Source: an optimization exercise on an open RTL-to-GDS flow (aim: small area and a short achievable clock period). Production flows keep margins and buffers that such runs may drop.
At most, simulation tests tie the RTL to the original design; equivalence was not proved.
No functional check of the RTL was part of runs 1 to 3.
No activity file was given, so power comes from the tool's default toggle rates.

==> flow/config.mk <==
export PLATFORM = sky130hd
export DESIGN_NAME = ex_stage
export DESIGN_NICKNAME = ex_stage
export VERILOG_FILES = /design/flow/design.v
export SDC_FILE = /design/flow/constraint.sdc
export NUM_CORES = 4
export LEC_CHECK = 0
export CAP_MARGIN = 20
export CORE_MARGIN = 2
export CORE_UTILIZATION = 60
export SETUP_SLACK_MARGIN = 2.3
export SLEW_MARGIN = 20
export TNS_END_PERCENT = 5
==> flow/constraint.sdc <==
create_clock -name core_clock -period 5.0 [get_ports {clk}]
set_input_delay 1.0000 -clock core_clock [delete_from_list [all_inputs] [get_ports {clk}]]
set_output_delay 1.0000 -clock core_clock [all_outputs]
set_load 0.01 [all_outputs]
==> flow/design.v <==
`timescale 1ns/1ps
package ex_isa_pkg;
	localparam logic [6:0] OPC_OP     = 7'b0110011;
	localparam logic [6:0] OPC_OP_IMM = 7'b0010011;
	localparam logic [6:0] OPC_BRANCH = 7'b1100011;
	localparam logic [6:0] OPC_JAL    = 7'b1101111;
	localparam logic [6:0] OPC_JALR   = 7'b1100111;
	localparam logic [6:0] OPC_LUI    = 7'b0110111;
	localparam logic [6:0] OPC_AUIPC  = 7'b0010111;
	localparam logic [2:0] F3_ADD_SUB = 3'b000;
	localparam logic [2:0] F3_SLL     = 3'b001;
	localparam logic [2:0] F3_SLT     = 3'b010;
	localparam logic [2:0] F3_SLTU    = 3'b011;
	localparam logic [2:0] F3_XOR     = 3'b100;
	localparam logic [2:0] F3_SR      = 3'b101;
	localparam logic [2:0] F3_OR      = 3'b110;
	localparam logic [2:0] F3_AND     = 3'b111;
	localparam logic [2:0] F3_BEQ  = 3'b000;
	localparam logic [2:0] F3_BNE  = 3'b001;
	localparam logic [2:0] F3_BLT  = 3'b100;
	localparam logic [2:0] F3_BGE  = 3'b101;
	localparam logic [2:0] F3_BLTU = 3'b110;
	localparam logic [2:0] F3_BGEU = 3'b111;
	typedef struct packed {
		logic [6:0] funct7;
		logic [4:0] rs2;
		logic [4:0] rs1;
		logic [2:0] funct3;
		logic [4:0] rd;
		logic [6:0] opcode;
	} inst_r_t;
	typedef struct packed {
		logic [11:0] imm12;
		logic [4:0]  rs1;
		logic [2:0]  funct3;
		logic [4:0]  rd;
		logic [6:0]  opcode;
	} inst_i_t;
	typedef union packed {
		inst_r_t r;
		inst_i_t i;
	} inst_u;
	typedef enum logic [3:0] {
		ALU_NONE, ALU_ADD, ALU_SUB, ALU_SLL, ALU_SLT, ALU_SLTU,
		ALU_XOR, ALU_SRL, ALU_SRA, ALU_OR, ALU_AND
	} alu_op_e;
	typedef enum logic [2:0] {
		BR_NONE, BR_EQ, BR_NE, BR_LT, BR_GE, BR_LTU, BR_GEU, BR_ALWAYS
	} br_op_e;
endpackage
`timescale 1ns/1ps
package ex_pipe_pkg;
	localparam int XLEN       = 64;
	localparam int SHAMT_W    = 6;
	localparam int REG_ADDR_W = 5;
	typedef struct packed {
		logic                  valid;
		logic [3:0]            alu_op;
		logic [2:0]            br_op;
		logic                  wr_en;
		logic [REG_ADDR_W-1:0] rd;
		logic [XLEN-1:0]       op1;
		logic [XLEN-1:0]       op2;
		logic [XLEN-1:0]       jump_base;
		logic [XLEN-1:0]       jump_offset;
	} ex_req_t;
	typedef struct packed {
		logic                  valid;
		logic                  wr_en;
		logic [REG_ADDR_W-1:0] rd;
		logic [XLEN-1:0]       data;
	} ex_wb_t;
	typedef struct packed {
		logic            en;
		logic [XLEN-1:0] addr;
	} ex_jump_t;
endpackage
`timescale 1ns/1ps
`timescale 1ns/1ps
module ex_prefix #(
	parameter int W    = 64,
	parameter int ARCH = 0
) (
	input  logic [W-1:0] g,
	input  logic [W-1:0] p,
	input  logic         cin,
	output logic [W-1:0] c
);
	localparam int L = $clog2(W);
	logic [W-1:0] gl [0:2*L];
	logic [W-1:0] pl [0:2*L];
	always_comb begin
		for (int l = 0; l <= 2*L; l++) begin
			gl[l] = '0;
			pl[l] = '0;
		end
		gl[0]    = g;
		pl[0]    = p;
		gl[0][0] = g[0] | (p[0] & cin);
		if (ARCH == 0) begin
			for (int l = 0; l < L; l++) begin
				gl[l+1] = gl[l];
				pl[l+1] = pl[l];
				for (int i = 0; i < W; i++) begin
					if (((i >> l) & 1) == 1) begin
						gl[l+1][i] = gl[l][i] | (pl[l][i] & gl[l][((i >> l) << l) - 1]);
						pl[l+1][i] = pl[l][i] & pl[l][((i >> l) << l) - 1];
					end
				end
			end
			c = gl[L];
		end else if (ARCH == 1) begin
			for (int l = 0; l < L; l++) begin
				gl[l+1] = gl[l];
				pl[l+1] = pl[l];
				for (int i = 0; i < W; i++) begin
					if (i >= (1 << l)) begin
						gl[l+1][i] = gl[l][i] | (pl[l][i] & gl[l][i - (1 << l)]);
						pl[l+1][i] = pl[l][i] & pl[l][i - (1 << l)];
					end
				end
			end
			c = gl[L];
		end else begin
			for (int l = 0; l < L; l++) begin
				gl[l+1] = gl[l];
				pl[l+1] = pl[l];
				for (int i = 0; i < W; i++) begin
					if ((i % (2 << l)) == (2 << l) - 1) begin
						gl[l+1][i] = gl[l][i] | (pl[l][i] & gl[l][i - (1 << l)]);
						pl[l+1][i] = pl[l][i] & pl[l][i - (1 << l)];
					end
				end
			end
			for (int l = L - 2; l >= 0; l--) begin
				gl[2*L-1-l] = gl[2*L-2-l];
				pl[2*L-1-l] = pl[2*L-2-l];
				for (int i = 0; i < W; i++) begin
					if ((i % (2 << l)) == (1 << l) - 1 && i >= (2 << l)) begin
						gl[2*L-1-l][i] = gl[2*L-2-l][i] | (pl[2*L-2-l][i] & gl[2*L-2-l][i - (1 << l)]);
						pl[2*L-1-l][i] = pl[2*L-2-l][i] & pl[2*L-2-l][i - (1 << l)];
					end
				end
			end
			c = gl[2*L-1];
		end
	end
endmodule
`timescale 1ns/1ps
`timescale 1ns/1ps
module ex_stage (
	input  logic        clk,
	input  logic        rst_i,
	input  logic        valid_i,
	input  logic [31:0] inst_i,
	input  logic [63:0] op1_i,
	input  logic [63:0] op2_i,
	input  logic [63:0] jump_base_i,
	input  logic [63:0] jump_offset_i,
	input  logic        reg_wr_en_i,
	input  logic [4:0]  reg_wr_addr_i,
	output logic        out_valid_o,
	output logic        reg_wr_en_o,
	output logic [4:0]  reg_wr_addr_o,
	output logic [63:0] reg_wr_data_o,
	output logic        jump_en_o,
	output logic [63:0] jump_addr_o
);
	parameter int LO       = 32;
	parameter int TLO      = 32;
	parameter int ARCH     = 0;
	localparam int HI  = 64 - LO;
	localparam int THI = 64 - TLO;
	logic [6:0] opc;
	logic [2:0] f3;
	logic       b30;
	logic       is_op, is_opi, is_alu, is_br, is_jmp, is_add;
	assign opc    = inst_i[6:0];
	assign f3     = inst_i[14:12];
	assign b30    = inst_i[30];
	assign is_op  = opc == 7'b0110011;
	assign is_opi = opc == 7'b0010011;
	assign is_alu = is_op | is_opi;
	assign is_br  = opc == 7'b1100011;
	assign is_jmp = (opc == 7'b1101111) | (opc == 7'b1100111);
	assign is_add = is_jmp | (opc == 7'b0110111) | (opc == 7'b0010111);
	logic op_sum, op_sub, op_slt, op_sltu, op_sh, op_sll, op_sra, op_lg;
	assign op_sum  = is_add | (is_alu & (f3 == 3'b000));
	assign op_sub  = is_op & (f3 == 3'b000) & b30;
	assign op_slt  = is_alu & (f3 == 3'b010);
	assign op_sltu = is_alu & (f3 == 3'b011);
	assign op_sh   = is_alu & (f3[1:0] == 2'b01);
	assign op_sll  = is_alu & (f3 == 3'b001);
	assign op_sra  = is_alu & (f3 == 3'b101) & b30;
	assign op_lg   = is_alu & f3[2] & (f3[1:0] != 2'b01);
	logic inv_b, flip;
	assign inv_b = op_sub | op_slt | op_sltu | is_br;
	assign flip  = op_slt | (is_br & ~f3[1]);
	logic [63:0] a, b;
	assign a = op1_i;
	assign b = op2_i;
	logic [63:0] pa, ga, gs;
	assign pa = a ^ b;
	assign ga = a & b;
	assign gs = a & ~b;
	logic [LO-1:0] ca, cs, sum_lo;
	logic          c_lo;
	ex_prefix #(.W(LO), .ARCH(ARCH)) u_add_lo (
		.g   (ga[LO-1:0]),
		.p   (pa[LO-1:0]),
		.cin (1'b0),
		.c   (ca)
	);
	ex_prefix #(.W(LO), .ARCH(ARCH)) u_sub_lo (
		.g   (gs[LO-1:0]),
		.p   (~pa[LO-1:0]),
		.cin (1'b1),
		.c   (cs)
	);
	assign sum_lo = inv_b ? (~pa[LO-1:0] ^ {cs[LO-2:0], 1'b1}) :
	                        (pa[LO-1:0] ^ {ca[LO-2:0], 1'b0});
	assign c_lo   = inv_b ? cs[LO-1] : ca[LO-1];
	logic [HI-1:0] p_hi, g_hi;
	always_comb begin
		p_hi       = pa[63:LO] ^ {HI{inv_b}};
		g_hi       = inv_b ? gs[63:LO] : ga[63:LO];
		g_hi[HI-1] = (a[63] ^ flip) & (b[63] ^ inv_b ^ flip);
	end
	logic [63:0] lg;
	always_comb begin
		case (f3[1:0])
			2'b00:   lg = pa;
			2'b10:   lg = pa | ga;
			default: lg = ga;
		endcase
	end
	logic        fill;
	logic [63:0] xs;
	assign fill = op_sra & a[63];
	always_comb begin
		for (int i = 0; i < 64; i++) xs[i] = op_sll ? a[63-i] : a[i];
	end
	logic [63:0]    jp, jg;
	logic [TLO-1:0] jc;
	assign jp = jump_base_i ^ jump_offset_i;
	assign jg = jump_base_i & jump_offset_i;
	ex_prefix #(.W(TLO), .ARCH(ARCH)) u_tgt_lo (
		.g   (jg[TLO-1:0]),
		.p   (jp[TLO-1:0]),
		.cin (1'b0),
		.c   (jc)
	);
	logic          v1, we1;
	logic [4:0]    rd1;
	logic [63:0]   p1;
	logic [HI-1:0] g1;
	logic          c1, eqlo1;
	logic          shlo1, shhi1, sumhi1, ltop1, sll1, fill1;
	logic          cmp1, beq1, binv1, jmp1;
	logic [5:0]    sh1;
	logic [63:0]   jp1;
	logic [THI-1:0] jg1;
	logic          jc1;
	always_ff @(posedge clk) begin
		v1     <= ~rst_i & valid_i;
		we1    <= ~rst_i & valid_i & reg_wr_en_i;
		rd1    <= reg_wr_addr_i;
		if (op_sh)      p1 <= xs;
		else if (op_lg) p1 <= lg;
		else            p1 <= {p_hi, sum_lo};
		g1     <= g_hi;
		c1     <= c_lo;
		eqlo1  <= ~|pa[LO-1:0];
		shlo1  <= op_sh | op_lg | op_sum;
		shhi1  <= op_sh | op_lg;
		sumhi1 <= op_sum;
		ltop1  <= op_slt | op_sltu;
		sll1   <= op_sll;
		fill1  <= fill;
		sh1    <= op_sh ? b[5:0] : 6'd0;
		cmp1   <= is_br & (f3[2:1] != 2'b01);
		beq1   <= ~f3[2];
		binv1  <= f3[0];
		jmp1   <= is_jmp;
		jp1    <= {jp[63:TLO], jp[TLO-1:0] ^ {jc[TLO-2:0], 1'b0}};
		jg1    <= jg[63:TLO];
		jc1    <= jc[TLO-1];
	end
	logic [HI-1:0] c_hi, sum_hi;
	ex_prefix #(.W(HI), .ARCH(ARCH)) u_add_hi (
		.g   (g1),
		.p   (p1[63:LO]),
		.cin (c1),
		.c   (c_hi)
	);
	assign sum_hi = p1[63:LO] ^ {c_hi[HI-2:0], c1};
	logic lt, eq, taken;
	assign lt    = ~c_hi[HI-1];
	assign eq    = eqlo1 & (&p1[63:LO]);
	assign taken = jmp1 | (cmp1 & ((beq1 ? eq : lt) ^ binv1));
	logic [63:0] shr, shres;
	always_comb begin
		shr = p1;
		if (sh1[0]) shr = {{1{fill1}},  shr[63:1]};
		if (sh1[1]) shr = {{2{fill1}},  shr[63:2]};
		if (sh1[2]) shr = {{4{fill1}},  shr[63:4]};
		if (sh1[3]) shr = {{8{fill1}},  shr[63:8]};
		if (sh1[4]) shr = {{16{fill1}}, shr[63:16]};
		if (sh1[5]) shr = {{32{fill1}}, shr[63:32]};
		for (int i = 0; i < 64; i++) shres[i] = sll1 ? shr[63-i] : shr[i];
	end
	logic [63:0] result;
	always_comb begin
		result[LO-1:0] = {LO{shlo1}} & shres[LO-1:0];
		result[63:LO]  = ({HI{shhi1}} & shres[63:LO]) | ({HI{sumhi1}} & sum_hi);
		result[0]      = result[0] | (ltop1 & lt);
	end
	logic [THI-1:0] tc_hi;
	ex_prefix #(.W(THI), .ARCH(ARCH)) u_tgt_hi (
		.g   (jg1),
		.p   (jp1[63:TLO]),
		.cin (jc1),
		.c   (tc_hi)
	);
	logic        tk2;
	logic [63:0] tgt2;
	always_ff @(posedge clk) begin
		out_valid_o   <= ~rst_i & v1;
		reg_wr_en_o   <= ~rst_i & we1;
		jump_en_o     <= ~rst_i & v1 & taken;
		tk2           <= taken;
		reg_wr_addr_o <= rd1;
		reg_wr_data_o <= result;
		tgt2          <= {jp1[63:TLO] ^ {tc_hi[THI-2:0], jc1}, jp1[TLO-1:0]};
	end
	assign jump_addr_o = tgt2 & {64{tk2}};
endmodule
==> flow/flow/run.sh <==
#!/bin/bash
# Standard layout, with plain buf_1 cells as the port buffers.
bash standard.sh BUFFER_PORTS_ARGS="-buffer_cell sky130_fd_sc_hd__buf_1" > standard.log 2>&1
==> flow/standard.sh <==
#!/bin/bash
# synth_recipe.tcl (not shown) runs the flow's synth.tcl, then flattens the netlist and writes it again
# the make line also repeats each setting of config.mk as NAME=value (left out here)
make -C /OpenROAD-flow-scripts/flow DESIGN_CONFIG=/design/flow/config.mk WORK_HOME=/design/flow/orfs CLKGATE_MAP_FILE= SYNTH_SCRIPT=/design/flow/synth_recipe.tcl "${@:-finish}"
==> results of run 1 <==
[registers in the layout, indices dropped and copies added (netlist names), 5 cells and up]
| name | cells |
|---|---|
| sh1 | 6 |
| jp1 | 64 |
| reg_wr_data_o | 64 |
| jg1 | 31 |
| p1 | 64 |
| rd1 | 5 |
| g1 | 32 |
| reg_wr_addr_o | 5 |
| tgt2 | 64 |
[cell type report]
class                           instances  area (sq um)
Timing Repair Buffer                  497          2360
Tap cell                              532           666
Multi-Input combinational cell       2074         17100
Clock inverter                         16           226
Fill cell                            3179         11700
Antenna cell                            8          20.0
Sequential cell                       354          7120
Inverter                              181           684
Clock buffer                           49          1030
[power groups by stage]
| stage | Clock (mW) | Combinational, mW | Sequential [mW] |
|---|---|---|---|
| after CTS | 2.85 | 2.10 | 3.37 |
| after detailed placement | 0 | 2.00 | 3.43 |
| after floorplan | 0 | 1.39 | 3.33 |
| after global routing | 2.95 | 2.41 | 3.42 |
| final | 2.82 | 2.23 | 3.39 |
| after global placement | 0 | 1.94 | 3.42 |
[cells in the final DEF (no fill, tap or decap), types with 8 or more instances in the layout]
cell and n:
o221ai_1 56, a21oi_2 10, nand3_1 25, o21ai_1 56, nand2_1 277, xor2_1 28
dfxtp_1 343, nand4_1 13, o31ai_1 12, and2_1 75, and3_1 14, a31oi_1 13
or2_2 9, ha_1 242, mux4_2 87, nor2_1 167, xnor2_1 86, mux2i_1 119
buf_2 21, o211ai_1 12, fa_1 11, a22o_1 35, buf_4 75, inv_2 12
o21ai_0 69, buf_1 379, nand2b_1 11, mux2_2 43, a211oi_1 31, nor2b_1 13
o22ai_1 12, diode_2 8, o21a_1 18, a22oi_1 43, ha_4 15, a21oi_1 242
inv_1 166, clkbuf_16 37, a21o_1 47, nor3_1 25
[final timing paths]
check | to | slack, ns | cells after the start
worst max-delay path | p1[20]$_DFF_P_ | 1.85 | 12
worst min-delay path | tgt2[28]$_DFF_P_ | 0.33 | 0
worst max register to register | tk2$_DFF_P_ | 2.04 | 12
worst min register to register | tgt2[28]$_DFF_P_ | 0.33 | 0
[stage by stage]
step | cell area [sq um] | power (mW)
after floorplan | 24900 | 4.73
after global placement | 26700 | 5.36
after detailed placement | 26700 | 5.43
after CTS | 28600 | 8.32
after global routing | 29200 | 8.78
final | 29200 | 8.44
[cell families after synthesis]
| logic type | after synthesis | synth area share |
|---|---|---|
| DFF | 354 | 0.286 |
| buffers and inverters | 368 | 0.0587 |
| xor gates and xnor gates | 117 | 0.0413 |
| adders and majority gates | 279 | 0.145 |
| and+or+nand+nor | 672 | 0.123 |
| muxes | 256 | 0.150 |
| AOI/OAI and AO/OA | 750 | 0.196 |
[repair_timing]
item / CTS / global route
hold buffers: 0 / 0
pin swaps: 34 / 26
setup endpoints to repair: 211 / 220
resized for setup: 118 / 77
buffers inserted: 21 / 23
[per-layer routing]
layer | vias to the layer above | share of wire | global-route usage
met5 | - | 0.00014 | 0
met4 | 2 | 0.036 | 0.120
met3 | 205 | 0.10 | 0.0693
met2 | 1388 | 0.46 | 0.576
met1 | 11000 | 0.40 | 0.489
li1 | 10700 | - | -
[worst reg2reg max path, stage by stage, from the launching register on]
cell and delay, ns:
dfxtp_4 0.36, ha_4 0.16, or2_4 0.24, ha_4 0.16, o211ai_1 0.26, a21oi_2 0.18, o2111ai_2 0.27, o2111ai_2 0.23
nand2_2 0.17, o21ai_4 0.07, nor3_2 0.22, mux2i_1 0.12, or3_1 0.42
==> metrics.md, run 1 <==
| Metric | Value |
|---|---|
| Port-buffer cells | a little over 400 |
| Yosys warning count | 4 |
| Crit path max fanout | 6 |
| Fmax | 317 MHz |
| Logic pwr share | 0.264 |
| Mapped Avg Cell Area | ~8.9 sq um |
| CTS HTree Levels | 2 |
| Syn Nets | 3,372 |
| DRC | 0 |
| Routed Antenna Nets | 0 |
| Critical path startpoint category | primary input |
| Layout Utilization | 0.714 |
| Cell Rows | 74 |
| Sequential fraction of the synthesis area | 0.286 |
| Largest net degree at the start of global routing | 75 |
| Total number of vias | 23,200 |
| CTS root buffer | clkbuf_16 |
| TNS Setup | 0 ns |
| DIE HEIGHT | 207 microns |
| Ports | about 430 |
| Core ar. | 40,800 sq um |
| EDFF count, synth | 0 |
| Layout net count | 3,721 |
| Worst-margin pin slew | 0.956 ns |
| Initial drt markers | 2,692 |
| Setup violators final | 0 |
| Primary FF master, synth | dfxtp_1 |
| Synth area leader | dfxtp_1 |
| Cell internal pwr | 5.75 mW |
| WS Path Type | in2reg |
| Clock Pin Slew Worst Setup and Hold Paths | around 0.070 ns |
| Buf/Inv on CP | 3 |
| Worst R2R Start | c1$_DFF_P_ |
| Vias per inst | 6.26 |
| Final Hold Viols | 0 |
| Sw Share | 0.318 |
| Global-route usage over all layers | 0.360 |
| Mapped Area | approximately 25,000 sq um |
| CP max-delay cell | a2111o_1 |
| Max-cap check violation count | 0 |
| Pre-CTS WS | 0.776 ns |
| Asr flop ratio synth | 0 |
| Final cell count without fillers | between 3,000 and 4,000 |
| CP Data Required Time | 5.43 ns |
| CP peak stage delay | about 0.54 ns |
| Outcome | finished clean |
| Share of cells above drive strength 1 | 0.142 |
| Number of global-route vias before repair | between 20,000 and 25,000 |
| Mapped Cells | 2,796 |
| Cell family with most CP delay | compound AO/OA/AOI/OAI gates |
| Min-delay src | jp1[28]$_DFF_P_ |
| Power per cell area | 289 nW/um^2 |
| Psw | 2.69 mW |
| Routed WL per cell | between 20 and 25 microns |
| Reg power frac | 0.402 |
| Cell chain of the critical path | buf_2, inv_1, ha_4, nor4_4, a2111o_1, a2111oi_2, o21bai_2, buf_4, mux2i_1, xnor2_1, a22oi_1, a21oi_1 |
| Insertion delay to the later sink of the worst-skew pair | 0.56 ns |
| Worst Setup SP | op1_i[7] |
| Synth top area share | 0.286 |
| CP Capture Type | flop |
| Die span in x | 207 microns |
| Fin crit share | 0.631 |
| Leak | 12.4 nW |
| Sink Count | 354 |
| Remaining Overflow, GRT | 0 |
| PnR worst setup slack | around 1.8 ns |
| Initial antenna violation count | 10 |
| Min-Delay Path Class | reg2reg |
| Area grow syn2layout | 17.6% |
| Initial Util | 0.607 |
| WHS | 0.325 ns |
| Max_slew headroom | 0.362 |
| Slew Limit Fails | 0 |
| Synth unique cells | just over 80 |
| Placed cell count | 3,594 |
| Critical Path AT | 3.58 ns |
| Synth top cells by count | dfxtp_1, nand2_1, ha_1, a21oi_1, inv_1 |
| TritonCTS buffer count | 37 |
| Flops & latches, synth | ~350 |
| Most frequent cell after synthesis | dfxtp_1 |
| TritonRoute pass-1 iters | 6 |
| RSZ-0062 raised after global routing | true |
| Gpl congestion | 0.987 |
| Worst clock skew | 0.00946 ns |
| Final min period | ~3.2 ns |
| HPWL Detailed | 59,500 microns |
| WL final | roughly 80,000 microns |
| First-pass GRT wire length | 123,000 microns |
| VDD IR max | 0.000207 V |
| CTS max path bufs | 3 |
| Main area contributors after synthesis | dfxtp_1, ha_1, mux4_2 |
| DIE AREA | 43,000 sq um |
| Clock Power Share | 0.334 |
| CTS tree | done |
==> run 2, diff against run 1 <==
--- a/flow/config.mk
+++ b/flow/config.mk
@@ -7,2 +7,3 @@
 export LEC_CHECK = 0
+export ABC_AREA = 1
 export CAP_MARGIN = 20
==> metrics.md, run 2 <==
| Metric | Value |
|---|---|
| Ports | 433 (unchanged) |
| Main area contributors after synthesis | dfxtp_1, nand2_1, nand3_1 (was dfxtp_1, ha_1, mux4_2) |
| DRC | 0 (unchanged) |
| CTS max path bufs | 3 (unchanged) |
| Layout Utilization | 0.689 (was 0.714) |
| Asr flop ratio synth | 0 (unchanged) |
| Synth top area share | 0.270 (was 0.286) |
| CP Capture Type | flop (unchanged) |
| Fmax | 362 MHz (was 317 MHz) |
| Critical Path AT | 3.27 ns (was 3.58 ns) |
| Critical path startpoint category | primary input (unchanged) |
| Slew Limit Fails | 0 (unchanged) |
| Most common cell after layout, fill and taps aside | nand2_1 (was buf_1) |
| RSZ-0062 raised after global routing | true (unchanged) |
| Max-cap check violation count | 0 (unchanged) |
| Commonest cells after routing, fill and taps aside | nand2_1, nand3_1, inv_1 (was buf_1, dfxtp_1, nand2_1) |
| CTS HTree Levels | 2 (unchanged) |
| Pre-CTS WS | 1.26 ns (was 0.776 ns) |
| PnR worst setup slack | 2.24 ns (was 1.85 ns) |
| Vias per inst | 5.71 (was 6.26) |
| Total number of vias | 28,400 (was 23,200) |
| CTS tree | done (unchanged) |
| Mapped Avg Cell Area | 6.48 sq um (was 8.87 sq um) |
| Worst clock skew | 0.0203 ns (was 0.00946 ns) |
| Most frequent cell after synthesis | nand2_1 (was dfxtp_1) |
| Hold_buf cts | 0 (unchanged) |
| Insertion delay to the later sink of the worst-skew pair | 0.58 ns (was 0.56 ns) |
| VDD IR max | 0.000225 V (was 0.000207 V) |
| Syn Nets | 4,628 (was 3,372) |
| Leak | 15.3 nW (was 12.4 nW) |
| Cell Rows | 76 (was 74) |
| TNS Setup | 0 ns (unchanged) |
| Number of global-route vias before repair | 24,700 (was 21,900) |
| Setup violators final | 0 (unchanged) |
| Outcome | finished with violations (was finished clean) |
| Final min period | 2.76 ns (was 3.15 ns) |
| Fin crit share | 0.553 (was 0.631) |
| EDFF count, synth | 0 (unchanged) |
| CTS root buffer | clkbuf_16 (unchanged) |
| Flops & latches, synth | 354 (unchanged) |
| WL final | 90,100 microns (was 81,400 microns) |
| Synth area leader | dfxtp_1 (unchanged) |
| Crit path max fanout | 8 (was 6) |
| Sink Count | 354 (unchanged) |
| Yosys warning count | 4 (unchanged) |
| Initial Util | 0.608 (was 0.607) |
| Share of cells above drive strength 1 | 0.0605 (was 0.142) |
| Synth unique cells | 47 (was 81) |
| Gpl congestion | 1.02 (was 0.987) |
| Port-buffer cells | 411 (unchanged) |
| Largest net degree at the start of global routing | 69 (was 75) |
| TritonCTS buffer count | 39 (was 37) |
| Layout Check Failures | antenna violations |
| Primary FF master, synth | dfxtp_1 (unchanged) |
| Core ar. | 43,200 sq um (was 40,800 sq um) |
| Synth top cells by count | nand2_1, nand3_1, inv_1, dfxtp_1, ha_1 (was dfxtp_1, nand2_1, ha_1, a21oi_1, inv_1) |
| Max_slew headroom | 0.205 (was 0.362) |
| Global-route usage over all layers | 0.382 (was 0.360) |
| Initial antenna violation count | 4 (was 10) |
| Clock Pin Slew Worst Setup and Hold Paths | 0.06 ns (was 0.07 ns) |
| Routed WL per cell | 18.1 microns (was 21.9 microns) |
| Worst-margin pin slew | 1.19 ns (was 0.956 ns) |
| Mapped Cells | 4,052 (was 2,796) |
| Sequential fraction of the synthesis area | 0.270 (was 0.286) |
| Final Hold Viols | 0 (unchanged) |
| Min-Delay Path Class | reg2reg (unchanged) |
| Die span in x | 213 microns (was 207 microns) |
| DIE HEIGHT | 213 microns (was 207 microns) |
| Power per cell area | 276 nW/um^2 (was 289 nW/um^2) |
| Layout net count | 4,930 (was 3,721) |
| Mapped Area | 26,300 sq um (was 24,800 sq um) |
| DIE AREA | 45,400 sq um (was 43,000 sq um) |
| First-pass GRT wire length | 135,000 microns (was 123,000 microns) |
| HPWL Detailed | 66,300 microns (was 59,500 microns) |
| Routed Antenna Nets | 1 (was 0) |
| TritonRoute pass-1 iters | 9 (was 6) |
| WS Path Type | in2reg (unchanged) |
| Remaining Overflow, GRT | 0 (unchanged) |
| Area grow syn2layout | 13.2% (was 17.6%) |
| Initial drt markers | 3,382 (was 2,692) |
| CP Data Required Time | 5.51 ns (was 5.43 ns) |
-- run 2: changes by cell type after synthesis, sizes merged, moves of 45 or more --
cell / previous run / this run
mux2i: 123 / 0
xnor2: 89 / 8
and2: 75 / 5
inv: 179 / 460
mux2: 46 / 0
mux4: 87 / 0
nand3: 27 / 701
nand2: 279 / 1152
buf: 58 / 112
o221ai: 56 / 11
-- run 2: area by class of cell --
cell class                      count  area, sq um
Multi-Input combinational cell   3038        16800
Fill cell                        4034        13400
Sequential cell                   354         7100
Tap cell                          585          732
Clock buffer                       50         1070
Inverter                          461         1760
Clock inverter                     18          221
Antenna cell                        9         22.5
Timing Repair Buffer              460         2030
-- run 2: cell families after synthesis --
family / count (synthesis) / share of synthesized area
and+or+nand+nor: 2161 / 0.354
xor gates and xnor gates: 36 / 0.0120
DFF: 354 / 0.270
buffers and inverters: 662 / 0.101
AOI/OAI and AO/OA: 560 / 0.126
adders and majority gates: 279 / 0.137
-- run 2: per-stage QoR --
| stage | hold slack (ns) | instance area, sq um | power [mW] | instances |
|---|---|---|---|---|
| 6_report | 0.320 | 29700 | 8.22 | 4975 |
| 5_1_grt | 0.321 | 29700 | 8.64 | 4967 |
| 4_1_cts | 0.323 | 29400 | 8.16 | 4955 |
| 3_5_place_dp | 0.312 | 28100 | 5.26 | 4884 |
| 3_3_place_gp | 0.309 | 28100 | 5.23 | 4884 |
| 2_1_floorplan | 0.310 | 26400 | 4.63 | 4052 |
-- run 2: repair_timing --
item,CTS,global route
pin swaps,0,4
endpoints found under the setup margin,150,134
resized for setup,5,56
cloned,0,2
setup buffers,3,9
-- run 2: metal layers --
metal	vias to the layer above	share of wire	routed length, microns	GRT usage
met5	-	0.00021	19	0
met4	4	0.039	3520	0.141
met3	218	0.12	10800	0.0966
met2	1452	0.42	38100	0.568
met1	12800	0.42	37700	0.532
li1	13900	-	-	-
-- run 2: worst max-delay path, stage by stage --
cell	delay, ns
clkbuf_4	0.18
inv_12	0.04
ha_4	0.15
fa_2	0.35
inv_2	0.07
nand2_1	0.06
nand2_2	0.09
nand2_2	0.07
nand2_4	0.12
nand2_2	0.11
nand2_8	0.09
inv_2	0.04
fa_2	0.35
o21ai_2	0.15
xor2_1	0.16
nand2_1	0.09
a21oi_2	0.16
-- run 2: power by group --
group	switching, mW	internal (mW)
combinational	1.30	0.686
sequential	0.191	3.14
clock	1.21	1.68
-- run 2: worst paths after layout --
| path | start | to | slack, ns | depth (start not counted) |
|---|---|---|---|---|
| min reg2reg | jp1[25]$_DFF_P_ | tgt2[25]$_DFF_P_ | 0.32 | 0 |
| max reg2reg | p1[32]$_DFF_P_ | reg_wr_data_o[56]$_DFF_P_ | 2.26 | 15 |
| min | jp1[25]$_DFF_P_ | tgt2[25]$_DFF_P_ | 0.32 | 0 |
| max | op1_i[0] | p1[17]$_DFF_P_ | 2.24 | 17 |
==> run 3, diff against run 2 <==
--- a/flow/config.mk
+++ b/flow/config.mk
@@ -11,3 +11,3 @@
 export CORE_UTILIZATION = 60
-export SETUP_SLACK_MARGIN = 2.3
+export SETUP_SLACK_MARGIN = 2.7
 export SLEW_MARGIN = 20
==> metrics.md, run 3 <==
| Metric | Value |
|---|---|
| Most common cell after layout, fill and taps aside | nand2_1 (unchanged) |
| Fmax | 379 MHz (was 362 MHz) |
| CTS max path bufs | 3 (unchanged) |
| Area grow syn2layout | 17.5% (was 13.2%) |
| Setup violators final | 0 (unchanged) |
| Routed Antenna Nets | 0 (was 1) |
| Commonest cells after routing, fill and taps aside | nand2_1, nand3_1, inv_1 (unchanged) |
| Ports | 433 (unchanged) |
| Sequential fraction of the synthesis area | 0.270 (unchanged) |
| TritonRoute pass-1 iters | 9 (unchanged) |
| Mapped Avg Cell Area | 6.48 sq um (unchanged) |
| CTS HTree Levels | 2 (unchanged) |
| Logic pwr share | 0.259 (was 0.242) |
| Remaining Overflow, GRT | 0 (unchanged) |
| Mapped Area | 26,300 sq um (unchanged) |
| Initial antenna violation count | 9 (was 4) |
| Synth area leader | dfxtp_1 (unchanged) |
| VDD IR max | 0.000238 V (was 0.000225 V) |
| Mapped Cells | 4,052 (unchanged) |
| Worst-margin pin slew | 1.06 ns (was 1.19 ns) |
| Leak | 15.7 nW (was 15.3 nW) |
| Cell Rows | 76 (unchanged) |
| Final cell count without fillers | 5,017 (was 4,975) |
| Core ar. | 43,200 sq um (unchanged) |
| Synth unique cells | 47 (unchanged) |
| Gpl congestion | 1.04 (was 1.02) |
| Final Hold Viols | 0 (unchanged) |
| Initial drt markers | 3,377 (was 3,382) |
| Max-cap check violation count | 0 (unchanged) |
| CP Capture Type | flop (unchanged) |
| Sw Share | 0.332 (was 0.329) |
| Insertion delay to the later sink of the worst-skew pair | 0.60 ns (was 0.58 ns) |
| Min-Delay Path Class | reg2reg (unchanged) |
| Power per cell area | 269 nW/um^2 (was 276 nW/um^2) |
| Layout net count | 4,976 (was 4,930) |
| DRC | 0 (unchanged) |
| Final min period | 2.64 ns (was 2.76 ns) |
| Critical path startpoint category | primary input (unchanged) |
| Primary FF master, synth | dfxtp_1 (unchanged) |
| CTS tree | done (unchanged) |
| Reg power frac | 0.400 (was 0.406) |
| Slew Limit Fails | 0 (unchanged) |
| Number of global-route vias before repair | 25,400 (was 24,700) |
| Asr flop ratio synth | 0 (unchanged) |
| Critical Path AT | 3.13 ns (was 3.27 ns) |
| Routed WL per cell | 18.3 microns (was 18.1 microns) |
| Outcome | finished clean (was finished with violations) |
| DIE AREA | 45,400 sq um (unchanged) |
| Fin crit share | 0.527 (was 0.553) |
| Total number of vias | 28,700 (was 28,400) |
| TNS Setup | 0 ns (unchanged) |
| Largest net degree at the start of global routing | 69 (unchanged) |
| Placed cell count | 4,892 (was 4,884) |
| CTS root buffer | clkbuf_16 (unchanged) |
| Global-route usage over all layers | 0.386 (was 0.382) |
| Cell internal pwr | 5.55 mW (was 5.51 mW) |
| WL final | 91,600 microns (was 90,100 microns) |
| Synth top area share | 0.270 (unchanged) |
| Psw | 2.75 mW (was 2.70 mW) |
| Main area contributors after synthesis | dfxtp_1, nand2_1, nand3_1 (unchanged) |
| WHS | 0.304 ns (was 0.320 ns) |
| CP Data Required Time | 5.49 ns (was 5.51 ns) |
| Worst clock skew | 0.0522 ns (was 0.0203 ns) |
| Vias per inst | 5.72 (was 5.71) |
| Port-buffer cells | 411 (unchanged) |
| Clock Pin Slew Worst Setup and Hold Paths | 0.06 ns (about the same) |
| Clock Power Share | 0.341 (was 0.352) |
| Initial Util | 0.608 (unchanged) |
| Most frequent cell after synthesis | nand2_1 (unchanged) |
| Syn Nets | 4,628 (unchanged) |
| Sink Count | 354 (unchanged) |
| Synth top cells by count | nand2_1, nand3_1, inv_1, dfxtp_1, ha_1 (unchanged) |
| EDFF count, synth | 0 (unchanged) |
| Share of cells above drive strength 1 | 0.101 (was 0.0605) |
| Flops & latches, synth | 354 (unchanged) |
| DIE HEIGHT | 213 microns (unchanged) |
| Max_slew headroom | 0.291 (was 0.205) |
| Yosys warning count | 4 (unchanged) |
| Die span in x | 213 microns (unchanged) |
| First-pass GRT wire length | 136,000 microns (was 135,000 microns) |
| TritonCTS buffer count | 39 (unchanged) |
| HPWL Detailed | 66,300 microns (about the same) |
| Crit path max fanout | 4 (was 8) |
| RSZ-0062 raised after global routing | true (unchanged) |
| WS Path Type | in2reg (unchanged) |
==> run 3: final timing paths <==
| kind | from | end | slack (ns) | cells past startpoint |
|---|---|---|---|---|
| setup / recovery | op1_i[0] | p1[17]$_DFF_P_ | 2.36 | 17 |
| hold / removal | rd1[3]$_DFF_P_ | reg_wr_addr_o[3]$_DFF_P_ | 0.30 | 0 |
| setup reg to reg | p1[48]$_DFF_P_ | jump_en_o$_DFF_P_ | 2.48 | 10 |
| hold reg to reg | rd1[3]$_DFF_P_ | reg_wr_addr_o[3]$_DFF_P_ | 0.30 | 0 |
==> run 3: layout make-up <==
class,count,area [sq um]
Fill cell,3841,12300
Clock buffer,53,1080
Multi-Input combinational cell,3039,17400
Sequential cell,354,7100
Timing Repair Buffer,505,2540
Inverter,461,1780
Clock inverter,12,170
Antenna cell,8,20.0
Tap cell,585,732
==> run 3: kinds of logic (layout without fill, tap and decap cells) <==
logic type               after synthesis  in the layout  synth area share
adder cells (fa/ha/maj)              279            279             0.137
flip-flops                           354            354             0.270
AO/OA/AOI/OAI                        560            560             0.126
XOR/XNOR                              36             36            0.0120
other                                  0              8                 0
AND/OR/NAND/NOR                     2161           2164             0.354
buffers and inverters                662           1031             0.101
==> run 3: power by group through the flow <==
stage	clock network [mW]	registers [mW]	logic, mW
after floorplan	0	3.31	1.33
after global placement	0	3.36	1.87
after detailed placement	0	3.37	1.89
after CTS	2.86	3.31	2.00
after global routing	2.97	3.35	2.38
final	2.83	3.32	2.15
==> run 3: metal layers <==
metal,part of all wire,vias up,GRT usage
li1,-,14000,-
met5,0.00053,-,0
met4,0.045,8,0.165
met2,0.43,1555,0.584
met1,0.40,12900,0.503
met3,0.13,277,0.126
==> run 3: critical path, cell delays in order <==
cell and delay, ns:
buf_12 0.10, inv_12 0.03, ha_4 0.14, fa_2 0.35, inv_2 0.07, nand2_2 0.06, nand2_2 0.08, nand2_2 0.07
nand2_4 0.12, nand2_4 0.08, nand2_8 0.08, inv_4 0.03, fa_2 0.34, o21ai_2 0.15, xor2_1 0.19, nand2_1 0.08
a21oi_1 0.14
==> run 3: through the flow <==
step	instance area [sq um]	total power, mW	utilization	worst slack, ns
6_report	30800	8.30	0.714	2.36
3_3_place_gp	28100	5.23	0.652	1.32
2_1_floorplan	26400	4.64	-	1.99
5_1_grt	30800	8.71	0.714	2.30
4_1_cts	30200	8.17	0.700	2.46
3_5_place_dp	28100	5.26	0.652	1.28
==> run 3: timing repair <==
action	CTS	global route
resized for setup	134	138
setup buffers	30	18
setup endpoints to repair	258	256
pin swaps	15	33
cloned	4	0
hold buffers	0	0
==> run 4, diff against run 3 <==
--- a/flow/design.v
+++ b/flow/design.v
@@ -88,3 +88,3 @@
 );
-	localparam int L = $clog2(W);
+	localparam int L = (W <= 2) ? 1 : (W <= 4) ? 2 : (W <= 8) ? 3 : (W <= 16) ? 4 : (W <= 32) ? 5 : 6;
 	logic [W-1:0] gl [0:2*L];
--- a/flow/config.mk
+++ b/flow/config.mk
@@ -11,2 +11,4 @@
 export CORE_UTILIZATION = 60
+export CTS_CLUSTER_DIAMETER = 100
+export CTS_CLUSTER_SIZE = 30
 export SETUP_SLACK_MARGIN = 2.7
==> metrics.md, run 4 <==
| Metric | Value |
|---|---|
| Main area contributors after synthesis | dfxtp_1, nand2_1, nand3_1 (unchanged) |
| TritonCTS buffer count | 17 (was 39) |
| EDFF count, synth | 0 (unchanged) |
| Synth top area share | 0.270 (unchanged) |
| Largest net degree at the start of global routing | 69 (unchanged) |
| Synth top cells by count | nand2_1, nand3_1, inv_1, dfxtp_1, ha_1 (unchanged) |
| Critical path startpoint category | primary input (unchanged) |
| HPWL Detailed | 66,300 microns (unchanged) |
| Yosys warning count | 4 (unchanged) |
| Leak | 15.5 nW (was 15.7 nW) |
| Slew Limit Fails | 0 (unchanged) |
| PnR Total Power | 7.14 mW (was 8.30 mW) |
| Setup violators final | 0 (unchanged) |
| Hold_buf cts | 0 (unchanged) |
| Commonest cells after routing, fill and taps aside | nand2_1, nand3_1, inv_1 (unchanged) |
| Final cell count without fillers | 4,989 (was 5,017) |
| Sw Share | 0.355 (was 0.332) |
| Placed cell count | 4,892 (unchanged) |
| Critical Path AT | 3.02 ns (was 3.13 ns) |
| Worst-margin pin slew | 1.13 ns (was 1.06 ns) |
| PnR worst setup slack | 2.39 ns (was 2.36 ns) |
| Insertion delay to the later sink of the worst-skew pair | 0.55 ns (was 0.60 ns) |
| TritonRoute pass-1 iters | 6 (was 9) |
| Vias per inst | 5.73 (was 5.72) |
| Sequential fraction of the synthesis area | 0.270 (unchanged) |
| Synth area leader | dfxtp_1 (unchanged) |
| CP Data Required Time | 5.41 ns (was 5.49 ns) |
| Cell internal pwr | 4.60 mW (was 5.55 mW) |
| Synth unique cells | 47 (unchanged) |
| Asr flop ratio synth | 0 (unchanged) |
| Sink Count | 354 (unchanged) |
| Area grow syn2layout | 15.8% (was 17.5%) |
| Fmax | 383 MHz (was 379 MHz) |
| Buf/Inv on CP | 4 (unchanged) |
| Total number of vias | 28,600 (was 28,700) |
| Max_slew headroom | 0.246 (was 0.291) |
| Initial drt markers | 3,344 (was 3,377) |
| Initial Util | 0.608 (unchanged) |
| WHS | 0.329 ns (was 0.304 ns) |
| Final instance area | 30,400 sq um (was 30,800 sq um) |
| TNS Setup | 0 ns (unchanged) |
| CTS tree | done (unchanged) |
| Mapped Avg Cell Area | 6.48 sq um (unchanged) |
| Area after DPL | 28,100 sq um (unchanged) |
| Reg power frac | 0.465 (was 0.400) |
| Power per cell area | 235 nW/um^2 (was 269 nW/um^2) |
| Layout net count | 4,963 (was 4,976) |
| Gpl congestion | 1.04 (unchanged) |
| Mapped Area | 26,300 sq um (unchanged) |
| Final Hold Viols | 0 (unchanged) |
| Port-buffer cells | 411 (unchanged) |
| Psw | 2.54 mW (was 2.75 mW) |
| Flops & latches, synth | 354 (unchanged) |
| Cell Rows | 76 (unchanged) |
| WL final | 91,000 microns (was 91,600 microns) |
| Primary FF master, synth | dfxtp_1 (unchanged) |
| Cell chain of the critical path | buf_12, inv_12, ha_4, fa_2, inv_2, nand2_2, nand2_2, nand2_2, nand2_4, nand2_4, nand2_8, inv_2, fa_2, nor2_1, o22ai_1, o21ai_1 (was buf_12, inv_12, ha_4, fa_2, inv_2, nand2_2, nand2_2, nand2_2, nand2_4, nand2_4, nand2_8, inv_4, fa_2, o21ai_2, xor2_1, nand2_1, a21oi_1) |
| Initial antenna violation count | 13 (was 9) |
| Cell family with most CP delay | adder cells (unchanged) |
| Routed Antenna Nets | 0 (unchanged) |
| Most frequent cell after synthesis | nand2_1 (unchanged) |
| Mapped Cells | 4,052 (unchanged) |
| VDD IR max | 0.000277 V (was 0.000238 V) |
| DIE HEIGHT | 213 microns (unchanged) |
| Layout Utilization | 0.704 (was 0.714) |
| Max-cap check violation count | 0 (unchanged) |
| CP Capture Type | flop (unchanged) |
| Syn Nets | 4,628 (unchanged) |
| Min-Delay Path Class | reg2reg (unchanged) |
| DIE AREA | 45,400 sq um (unchanged) |
| Number of global-route vias before repair | 25,100 (was 25,400) |
| Routed WL per cell | 18.2 microns (was 18.3 microns) |
| CTS HTree Levels | 1 (was 2) |
| Pre-CTS WS | 1.28 ns (unchanged) |
| DRC | 0 (unchanged) |
| Remaining Overflow, GRT | 0 (unchanged) |
| Share of cells above drive strength 1 | 0.105 (was 0.101) |
| CTS max path bufs | 3 (unchanged) |
| CP max-delay cell | fa_2 (unchanged) |
| CTS root buffer | clkbuf_16 (unchanged) |
| CP peak stage delay | 0.52 ns (was 0.35 ns) |
| CP dominant cell by count | nand2_2 (unchanged) |
| Core ar. | 43,200 sq um (unchanged) |
| Clock Power Share | 0.231 (was 0.341) |
| WS Path Type | in2reg (unchanged) |
| Worst clock skew | 0.0233 ns (was 0.0522 ns) |
| RSZ-0062 raised after global routing | true (unchanged) |
| Crit path max fanout | 4 (unchanged) |
| Most common cell after layout, fill and taps aside | nand2_1 (unchanged) |
| Fin crit share | 0.522 (was 0.527) |
| Outcome | finished clean (unchanged) |
| Logic pwr share | 0.304 (was 0.259) |
| First-pass GRT wire length | 135,000 microns (was 136,000 microns) |
| Clock Pin Slew Worst Setup and Hold Paths | 0.11 ns (was 0.06 ns) |
| Global-route usage over all layers | 0.380 (was 0.386) |
| Final min period | 2.61 ns (was 2.64 ns) |
| Die span in x | 213 microns (unchanged) |
| Ports | 433 (unchanged) |
run 4: cell counts after synthesis:
No cell type changed its count.
run 4: layout make-up:
class                   count  area [sq um]
repair buffers            513          2660
fillers                  3933         12800
inverters                 461          1770
flip-flops and latches    354          7100
well taps                 585           732
clock inverters             7          92.6
diodes                     11          27.5
clock buffers              18           439
multi-input cells        3040         17600
run 4: power groups by stage:
stage          clock (mW)  sequential (mW)  combinational, mW
2_1_floorplan           0             3.31               1.33
3_3_place_gp            0             3.36               1.87
3_5_place_dp            0             3.37               1.89
4_1_cts              1.67             3.31               1.98
5_1_grt              1.78             3.35               2.41
6_report             1.65             3.32               2.17
run 4: path summary, 6_finish.rpt:
kind,endpoint,slack (ns),from,cells past startpoint
worst max-delay path,p1[16]$_DFF_P_,2.39,op1_i[0],16
worst min-delay path,tgt2[0]$_DFF_P_,0.33,jp1[0]$_DFF_P_,0
worst max register to register,reg_wr_data_o[45]$_DFF_P_,2.52,p1[32]$_DFF_P_,14
worst min register to register,tgt2[0]$_DFF_P_,0.33,jp1[0]$_DFF_P_,0
run 4: worst register-to-register path: cells and delay by family (launching register included):
kind / cells / cell delay [ns]
adders and majority gates: 2 / 0.37
buffers and inverters: 1 / 0.05
AOI/OAI and AO/OA: 2 / 0.55
and+or+nand+nor: 9 / 1.06
DFF: 1 / 0.34
run 4: metal layers:
layer / share of wire / track usage
met2: 0.43 / 0.573
met3: 0.13 / 0.113
met1: 0.40 / 0.507
met5: 0.00054 / 0
met4: 0.042 / 0.156
run 4: kinds of logic (layout without fill, tap and decap cells):
| family | after synthesis | after routing | synth area share |
|---|---|---|---|
| AOI/OAI and AO/OA | 560 | 560 | 0.126 |
| xor gates and xnor gates | 36 | 36 | 0.0120 |
| adders and majority gates | 279 | 279 | 0.137 |
| buffers and inverters | 662 | 999 | 0.101 |
| DFF | 354 | 354 | 0.270 |
| other | 0 | 11 | 0 |
| and+or+nand+nor | 2161 | 2165 | 0.354 |
run 4: repair_timing:
item,in CTS,in global routing
pin swaps,15,47
buffers inserted,30,22
gates resized for setup,132,179
endpoints found under the setup margin,260,256
cloned,6,2
==> run 5, diff against run 4 <==
--- a/flow/config.mk
+++ b/flow/config.mk
@@ -11,5 +11,3 @@
 export CORE_UTILIZATION = 60
-export CTS_CLUSTER_DIAMETER = 100
-export CTS_CLUSTER_SIZE = 30
-export SETUP_SLACK_MARGIN = 2.7
+export SETUP_SLACK_MARGIN = 2.3
 export SLEW_MARGIN = 20
==> metrics.md, run 5 <==
| Metric | Value |
|---|---|
| CTS tree | done (unchanged) |
| Worst-margin pin slew | 1.19 ns (was 1.13 ns) |
| Number of global-route vias before repair | 24,700 (was 25,100) |
| Clock Power Share | 0.352 (was 0.231) |
| Routed Antenna Nets | 1 (was 0) |
| Sink Count | 354 (unchanged) |
| Initial antenna violation count | 4 (was 13) |
| Flops & latches, synth | 354 (unchanged) |
| CP peak stage delay | 0.35 ns (was 0.52 ns) |
| Final instance area | 29,700 sq um (was 30,400 sq um) |
| VDD IR max | 0.000225 V (was 0.000277 V) |
| Global-route usage over all layers | 0.382 (was 0.380) |
| Reg2Reg Depth | 15 (was 14) |
| HPWL Detailed | 66,300 microns (about the same) |
| Slew Limit Fails | 0 (unchanged) |
| TritonCTS buffer count | 39 (was 17) |
| Yosys warning count | 4 (unchanged) |
| Layout Check Failures | antenna violations |
| WL final | 90,100 microns (was 91,000 microns) |
| Asr flop ratio synth | 0 (unchanged) |
| R2r setup slk | 2.26 ns (was 2.52 ns) |
| DIE AREA | 45,400 sq um (unchanged) |
| Vias per inst | 5.71 (was 5.73) |
| CP Data Required Time | 5.51 ns (was 5.41 ns) |
| Insertion delay to the later sink of the worst-skew pair | 0.58 ns (was 0.55 ns) |
| Commonest cells after routing, fill and taps aside | nand2_1, nand3_1, inv_1 (unchanged) |
| Crit path max fanout | 8 (was 4) |
| Most frequent cell after synthesis | nand2_1 (unchanged) |
| Cell chain of the critical path | clkbuf_4, inv_12, ha_4, fa_2, inv_2, nand2_1, nand2_2, nand2_2, nand2_4, nand2_2, nand2_8, inv_2, fa_2, o21ai_2, xor2_1, nand2_1, a21oi_2 (was buf_12, inv_12, ha_4, fa_2, inv_2, nand2_2, nand2_2, nand2_2, nand2_4, nand2_4, nand2_8, inv_2, fa_2, nor2_1, o22ai_1, o21ai_1) |
| Layout net count | 4,930 (was 4,963) |
| Fin crit share | 0.553 (was 0.522) |
| Most common cell after layout, fill and taps aside | nand2_1 (unchanged) |
| Die span in x | 213 microns (unchanged) |
| Remaining Overflow, GRT | 0 (unchanged) |
| Psw | 2.70 mW (was 2.54 mW) |
| Largest net degree at the start of global routing | 69 (unchanged) |
| Fmax | 362 MHz (was 383 MHz) |
| CTS HTree Levels | 2 (was 1) |
| Logic pwr share | 0.242 (was 0.304) |
| DIE HEIGHT | 213 microns (unchanged) |
| Clock Pin Slew Worst Setup and Hold Paths | 0.06 ns (was 0.11 ns) |
| Routed WL per cell | 18.1 microns (was 18.2 microns) |
| Max_slew headroom | 0.205 (was 0.246) |
| Setup violators final | 0 (unchanged) |
| Mapped Cells | 4,052 (unchanged) |
| Cell internal pwr | 5.51 mW (was 4.60 mW) |
| Share of cells above drive strength 1 | 0.0605 (was 0.105) |
| Syn Nets | 4,628 (unchanged) |
| CTS max path bufs | 3 (unchanged) |
| Initial Util | 0.608 (unchanged) |
| Cell Rows | 76 (unchanged) |
| Pre-CTS WS | 1.26 ns (was 1.28 ns) |
| Area grow syn2layout | 13.2% (was 15.8%) |
| Primary FF master, synth | dfxtp_1 (unchanged) |
| Critical path startpoint category | primary input (unchanged) |
| Initial drt markers | 3,382 (was 3,344) |
| CP max-delay cell | fa_2 (unchanged) |
| CP Capture Type | flop (unchanged) |
| Mapped Avg Cell Area | 6.48 sq um (unchanged) |
| PnR worst setup slack | 2.24 ns (was 2.39 ns) |
| Final min period | 2.76 ns (was 2.61 ns) |
| PnR Total Power | 8.22 mW (was 7.14 mW) |
| Critical Path AT | 3.27 ns (was 3.02 ns) |
| WS Path Type | in2reg (unchanged) |
| Worst clock skew | 0.0203 ns (was 0.0233 ns) |
| Synth top cells by count | nand2_1, nand3_1, inv_1, dfxtp_1, ha_1 (unchanged) |
| Power per cell area | 276 nW/um^2 (was 235 nW/um^2) |
| EDFF count, synth | 0 (unchanged) |
| Port-buffer cells | 411 (unchanged) |
| Gpl congestion | 1.02 (was 1.04) |
| Fillers | 4,034 (was 3,933) |
| First-pass GRT wire length | 135,000 microns (about the same) |
| Main area contributors after synthesis | dfxtp_1, nand2_1, nand3_1 (unchanged) |
| Ports | 433 (unchanged) |
| Final Hold Viols | 0 (unchanged) |
| Min-Delay Path Class | reg2reg (unchanged) |
| Outcome | finished with violations (was finished clean) |
| Core ar. | 43,200 sq um (unchanged) |
| Leak | 15.3 nW (was 15.5 nW) |
| Worst Setup SP | op1_i[0] (unchanged) |
| Sequential fraction of the synthesis area | 0.270 (unchanged) |
| Sw Share | 0.329 (was 0.355) |
| RSZ-0062 raised after global routing | true (unchanged) |
| Synth unique cells | 47 (unchanged) |
| RR Endpoint | reg_wr_data_o[56]$_DFF_P_ (was reg_wr_data_o[45]$_DFF_P_) |
| Worst R2R Start | p1[32]$_DFF_P_ (unchanged) |
| TritonRoute pass-1 iters | 9 (was 6) |
| Synth top area share | 0.270 (unchanged) |
| CTS root buffer | clkbuf_16 (unchanged) |
| TNS Setup | 0 ns (unchanged) |
| DRC | 0 (unchanged) |
| Hold_buf cts | 0 (unchanged) |
| Mapped Area | 26,300 sq um (unchanged) |
| Total number of vias | 28,400 (was 28,600) |
| Reg power frac | 0.406 (was 0.465) |
| Area after DPL | 28,100 sq um (about the same) |
| Max-cap check violation count | 0 (unchanged) |
| CP dominant cell by count | nand2_2 (unchanged) |
| Synth area leader | dfxtp_1 (unchanged) |
| Crit path to | p1[17]$_DFF_P_ (was p1[16]$_DFF_P_) |
==> run 5: cell count changes in the layout (fill, tap and decap cells not counted), sizes merged <==
cell	change
clkinvlp	+1
clkbuf	+27
clkinv	+8
inv	-1
bufbuf	-1
bufinv	+3
nor2	-1
diode	-2
buf	-47
nand2	-1
==> run 5: how the worst min path moves through the flow <==
stage | slack (ns) | cells after the start | to | start
detailed placement | 0.31 | 0 | tgt2[28]$_DFF_P_ | jp1[28]$_DFF_P_
global placement | 0.31 | 0 | tgt2[14]$_DFF_P_ | jp1[14]$_DFF_P_
floorplan | 0.31 | 0 | reg_wr_addr_o[0]$_DFF_P_ | rd1[0]$_DFF_P_
finish | 0.32 | 0 | tgt2[25]$_DFF_P_ | jp1[25]$_DFF_P_
CTS | 0.32 | 0 | tgt2[28]$_DFF_P_ | jp1[28]$_DFF_P_
global route | 0.32 | 0 | tgt2[25]$_DFF_P_ | jp1[25]$_DFF_P_
==> run 5: critical path: cells and delay by family <==
kind,cells,cell delay (ns)
AO/OA/AOI/OAI,2,0.31
XOR/XNOR,1,0.16
adder cells (fa/ha/maj),3,0.85
buffers and inverters,4,0.33
AND/OR/NAND/NOR,7,0.63
==> run 5: cells by family (layout without fill, tap and decap cells) <==
logic type	Yosys count	in the layout	synth area share
simple gates	2161	2163	0.354
fa+ha+maj	279	279	0.137
flops	354	354	0.270
other cells	0	9	0
xor+xnor	36	36	0.0120
compound gates	560	560	0.126
buf+inv	662	989	0.101
==> run 5: what timing repair did <==
item,CTS,global route
resized for setup,5,56
endpoints found under the setup margin,150,134
cloned,0,2
setup buffers,3,9
pin swaps,0,4
==> run 5: power by group through the flow <==
stage / Clock (mW) / Sequential, mW / Combinational [mW]
after global placement: 0 / 3.38 / 1.85
after CTS: 2.94 / 3.32 / 1.90
after global routing: 3.05 / 3.36 / 2.23
final: 2.90 / 3.33 / 1.99
after floorplan: 0 / 3.31 / 1.32
after detailed placement: 0 / 3.38 / 1.88
==> run 5: area by class of cell <==
type / instances / area [sq um] / share of cell area
Timing Repair Buffer: 460 / 2030 / 0.0683
Multi-Input combinational cell: 3038 / 16800 / 0.565
Clock inverter: 18 / 221 / 0.00745
Sequential cell: 354 / 7100 / 0.239
Antenna cell: 9 / 22.5 / 0.000758
Inverter: 461 / 1760 / 0.0590
Tap cell: 585 / 732 / 0.0246
Clock buffer: 50 / 1070 / 0.0359
==> run 5: stage by stage <==
stage | util | hold slack (ns) | cells
detailed placement | 0.650 | 0.312 | 4884
CTS | 0.681 | 0.323 | 4955
global placement | 0.650 | 0.309 | 4884
finish | 0.689 | 0.320 | 4975
floorplan | - | 0.310 | 4052
global route | 0.688 | 0.321 | 4967
==> run 5: metal layers <==
metal	part of all wire	GRT usage	up-vias
li1	-	-	13900
met5	0.00021	0	-
met3	0.12	0.0966	218
met2	0.42	0.568	1452
met1	0.42	0.532	12800
met4	0.039	0.141	4
==> run 6, diff against run 5 <==
==> flow/flow/run.sh (replaced) <==
#!/bin/bash
# Standard layout, with plain buf_1 cells as the port buffers and more
# antenna repair passes. If antenna violations remain after detailed
# routing, the layout is redone once with a slightly different placement
# density so that the routes change.
ARGS=(BUFFER_PORTS_ARGS="-buffer_cell sky130_fd_sc_hd__buf_1" MAX_REPAIR_ANTENNAS_ITER_DRT=10 MAX_REPAIR_ANTENNAS_ITER_GRT=10)
bash standard.sh "${ARGS[@]}" > standard.log 2>&1
REP=orfs/reports/sky130hd/ex_stage/base/drt_antennas.log
if [[ ! -f out/final.def ]] || grep -q VIOLATED "$REP" 2>/dev/null; then
  mkdir -p attempt1
  cp standard.log attempt1/standard.log
  cp -r orfs/logs attempt1/logs 2>/dev/null
  cp "$REP" attempt1/ 2>/dev/null
  rm -rf orfs out/final.def
  bash standard.sh "${ARGS[@]}" PLACE_DENSITY_LB_ADDON=0.02 > standard_retry.log 2>&1
fi
--- a/flow/config.mk
+++ b/flow/config.mk
@@ -11,3 +11,3 @@
 export CORE_UTILIZATION = 60
-export SETUP_SLACK_MARGIN = 2.3
+export SETUP_SLACK_MARGIN = 2.7
 export SLEW_MARGIN = 20
==> metrics.md, run 6 <==
| Metric | Value |
|---|---|
| WS Path Type | in2reg (unchanged) |
| Fin crit share | 0.527 (was 0.553) |
| Routed WL per cell | 18.3 microns (was 18.1 microns) |
| Synth top cells by count | nand2_1, nand3_1, inv_1, dfxtp_1, ha_1 (unchanged) |
| Area after DPL | 28,100 sq um (about the same) |
| Die span in x | 213 microns (unchanged) |
| Initial antenna violation count | 9 (was 4) |
| Largest net degree at the start of global routing | 69 (unchanged) |
| Number of global-route vias before repair | 25,400 (was 24,700) |
| Slew Limit Fails | 0 (unchanged) |
| Crit path max fanout | 4 (was 8) |
| RR Endpoint | jump_en_o$_DFF_P_ (was reg_wr_data_o[56]$_DFF_P_) |
| TritonRoute pass-1 iters | 9 (unchanged) |
| CTS HTree Levels | 2 (unchanged) |
| CTS max path bufs | 3 (unchanged) |
| Mapped Avg Cell Area | 6.48 sq um (unchanged) |
| Buf/Inv on CP | 4 (unchanged) |
| DIE HEIGHT | 213 microns (unchanged) |
| CTS tree | done (unchanged) |
| VDD IR max | 0.000238 V (was 0.000225 V) |
| Core ar. | 43,200 sq um (unchanged) |
| Reg2Reg Depth | 10 (was 15) |
| Gpl congestion | 1.04 (was 1.02) |
| Final Hold Viols | 0 (unchanged) |
| Cell chain of the critical path | buf_12, inv_12, ha_4, fa_2, inv_2, nand2_2, nand2_2, nand2_2, nand2_4, nand2_4, nand2_8, inv_4, fa_2, o21ai_2, xor2_1, nand2_1, a21oi_1 (was clkbuf_4, inv_12, ha_4, fa_2, inv_2, nand2_1, nand2_2, nand2_2, nand2_4, nand2_2, nand2_8, inv_2, fa_2, o21ai_2, xor2_1, nand2_1, a21oi_2) |
| Worst-margin pin slew | 1.06 ns (was 1.19 ns) |
| Cell family with most CP delay | adder cells (unchanged) |
| Share of cells above drive strength 1 | 0.101 (was 0.0605) |
| Critical Path AT | 3.13 ns (was 3.27 ns) |
| Crit path to | p1[17]$_DFF_P_ (unchanged) |
| Layout Utilization | 0.714 (was 0.689) |
| Vias per inst | 5.72 (was 5.71) |
| DRC | 0 (unchanged) |
| CTS root buffer | clkbuf_16 (unchanged) |
| Min-Delay Path Class | reg2reg (unchanged) |
| Synth top area share | 0.270 (unchanged) |
| Hold_buf cts | 0 (unchanged) |
| PnR worst setup slack | 2.36 ns (was 2.24 ns) |
| Global-route usage over all layers | 0.386 (was 0.382) |
| Final min period | 2.64 ns (was 2.76 ns) |
| Flops & latches, synth | 354 (unchanged) |
| Fmax | 379 MHz (was 362 MHz) |
| Total number of vias | 28,700 (was 28,400) |
| Max_slew headroom | 0.291 (was 0.205) |
| Synth area leader | dfxtp_1 (unchanged) |
| Synth unique cells | 47 (unchanged) |
| Outcome | finished clean (was finished with violations) |
| Worst clock skew | 0.0522 ns (was 0.0203 ns) |
| First-pass GRT wire length | 136,000 microns (was 135,000 microns) |
| Asr flop ratio synth | 0 (unchanged) |
| CP peak stage delay | 0.35 ns (about the same) |
| Setup violators final | 0 (unchanged) |
| Pre-CTS WS | 1.28 ns (was 1.26 ns) |
| Register Area | 7100 sq um (about the same) |
| Final cell count without fillers | 5,017 (was 4,975) |
| Max-cap check violation count | 0 (unchanged) |
| TNS Setup | 0 ns (unchanged) |
| Yosys warning count | 4 (unchanged) |
| Leak | 15.7 nW (was 15.3 nW) |
| Layout net count | 4,976 (was 4,930) |
| Primary FF master, synth | dfxtp_1 (unchanged) |
| Critical path startpoint category | primary input (unchanged) |
| CP Data Required Time | 5.49 ns (was 5.51 ns) |
| Power per cell area | 269 nW/um^2 (was 276 nW/um^2) |
| TritonCTS buffer count | 39 (unchanged) |
| CP dominant cell by count | nand2_2 (unchanged) |
| Initial Util | 0.608 (unchanged) |
| Worst Setup SP | op1_i[0] (unchanged) |
| DIE AREA | 45,400 sq um (unchanged) |
| Sequential fraction of the synthesis area | 0.270 (unchanged) |
| Worst R2R Start | p1[48]$_DFF_P_ (was p1[32]$_DFF_P_) |
| CP Capture Type | flop (unchanged) |
| CP max-delay cell | fa_2 (unchanged) |
| Routed Antenna Nets | 0 (was 1) |
| PnR Total Power | 8.30 mW (was 8.22 mW) |
| Most common cell after layout, fill and taps aside | nand2_1 (unchanged) |
| Syn Nets | 4,628 (unchanged) |
| Multi-input logic area | 17,400 sq um (was 16,800 sq um) |
| WHS | 0.304 ns (was 0.320 ns) |
| Final instance area | 30,800 sq um (was 29,700 sq um) |
| Fillers | 3,841 (was 4,034) |
| RSZ-0062 raised after global routing | true (unchanged) |
| Crit path depth | 17 (unchanged) |
| Sink Count | 354 (unchanged) |
| Mapped Cells | 4,052 (unchanged) |
| HPWL Detailed | 66,300 microns (about the same) |
| Main area contributors after synthesis | dfxtp_1, nand2_1, nand3_1 (unchanged) |
| R2r setup slk | 2.48 ns (was 2.26 ns) |
| Cell Rows | 76 (unchanged) |
| Remaining Overflow, GRT | 0 (unchanged) |
| WL final | 91,600 microns (was 90,100 microns) |
| Most frequent cell after synthesis | nand2_1 (unchanged) |
| Mapped Area | 26,300 sq um (unchanged) |
| Initial drt markers | 3,377 (was 3,382) |
| Insertion delay to the later sink of the worst-skew pair | 0.60 ns (was 0.58 ns) |
| Ports | 433 (unchanged) |
| Placed cell count | 4,892 (was 4,884) |
| Area grow syn2layout | 17.5% (was 13.2%) |
| Clock Pin Slew Worst Setup and Hold Paths | 0.06 ns (about the same) |
| Port-buffer cells | 411 (unchanged) |
| Commonest cells after routing, fill and taps aside | nand2_1, nand3_1, inv_1 (unchanged) |
| EDFF count, synth | 0 (unchanged) |
-- run 6: cell counts after synthesis --
No cell type changed its count.
-- run 6: cells by family after synthesis --
family	Yosys count	synth area share
AOI/OAI and AO/OA	560	0.126
xor gates and xnor gates	36	0.0120
adders and majority gates	279	0.137
buffers and inverters	662	0.101
DFF	354	0.270
and+or+nand+nor	2161	0.354
-- run 6: layout make-up --
class,count,area share
Multi-Input combinational cell,3039,0.565
Sequential cell,354,0.230
Timing Repair Buffer,505,0.0823
Inverter,461,0.0576
Clock buffer,53,0.0350
Tap cell,585,0.0237
Clock inverter,12,0.00552
Antenna cell,8,0.000649
-- run 6: worst min-delay path by stage --
stage	from	cells past startpoint	endpoint
5_1_grt	jp1[3]$_DFF_P_	0	tgt2[3]$_DFF_P_
3_5_place_dp	jp1[31]$_DFF_P_	0	tgt2[31]$_DFF_P_
3_3_place_gp	jp1[13]$_DFF_P_	0	tgt2[13]$_DFF_P_
2_1_floorplan	rd1[0]$_DFF_P_	0	reg_wr_addr_o[0]$_DFF_P_
6_report	rd1[3]$_DFF_P_	0	reg_wr_addr_o[3]$_DFF_P_
4_1_cts	jp1[6]$_DFF_P_	0	tgt2[6]$_DFF_P_
-- run 6: power breakdown --
group	internal [mW]	leakage, nW	total [mW]	switching [mW]
combinational	0.774	12.2	2.15	1.37
clock	1.63	0.606	2.83	1.20
sequential	3.14	2.95	3.32	0.175
total	5.55	15.7	8.30	2.75
-- run 6: repair_timing --
| action | 4_1_cts | 5_1_grt |
|---|---|---|
| setup endpoints to repair | 258 | 256 |
| resized for setup | 134 | 138 |
| pin swaps | 15 | 33 |
| gates cloned | 4 | 0 |
| setup buffers | 30 | 18 |
-- run 6: metal layers --
metal	GRT usage	share of wire	vias to the layer above
li1	-	-	14000
met1	0.503	0.40	12900
met2	0.584	0.43	1555
met3	0.126	0.13	277
met4	0.165	0.045	8
met5	0	0.00053	-

-- what the ideal ports hide --
In the flow no input, the clock included, has a driving cell. The finished layouts below were timed again as built, in two steps.
Step 1 assumes that a clkbuf_16 drives the clock port and a buf_2 every other input.
Step 2 times the ports against the registers' clock, not the clock port: input delays grow and output delays shrink by t, the midpoint of the rising clock arrivals with the driver on.
Three values: ideal ports, drivers, drivers and shift; two values: the first two.
run	shift t [ns]	setup WS [ns]	hold WS [ns]	worst register clock-pin slew, ns	worst data-port slew with drivers (ns)
run 1	0.616	1.847 / 1.811 / 1.195	0.325 / 0.325 / 0.325	0.07 / 0.07	0.12
run 2	0.625	2.235 / 2.261 / 1.647	0.320 / 0.320 / 0.320	0.06 / 0.06	0.11
run 3	0.631	2.363 / 2.357 / 1.726	0.304 / 0.304 / 0.304	0.06 / 0.06	0.10
run 4	0.600	2.389 / 2.387 / 1.787	0.329 / 0.329 / 0.329	0.12 / 0.12	0.11
run 5	0.625	2.235 / 2.261 / 1.647	0.320 / 0.320 / 0.320	0.06 / 0.06	0.11
run 6	0.631	2.363 / 2.357 / 1.726	0.304 / 0.304 / 0.304	0.06 / 0.06	0.10
The setup slack of run 1, which loses most, moves by -0.036 ns with the drivers and by -0.652 ns with both steps.
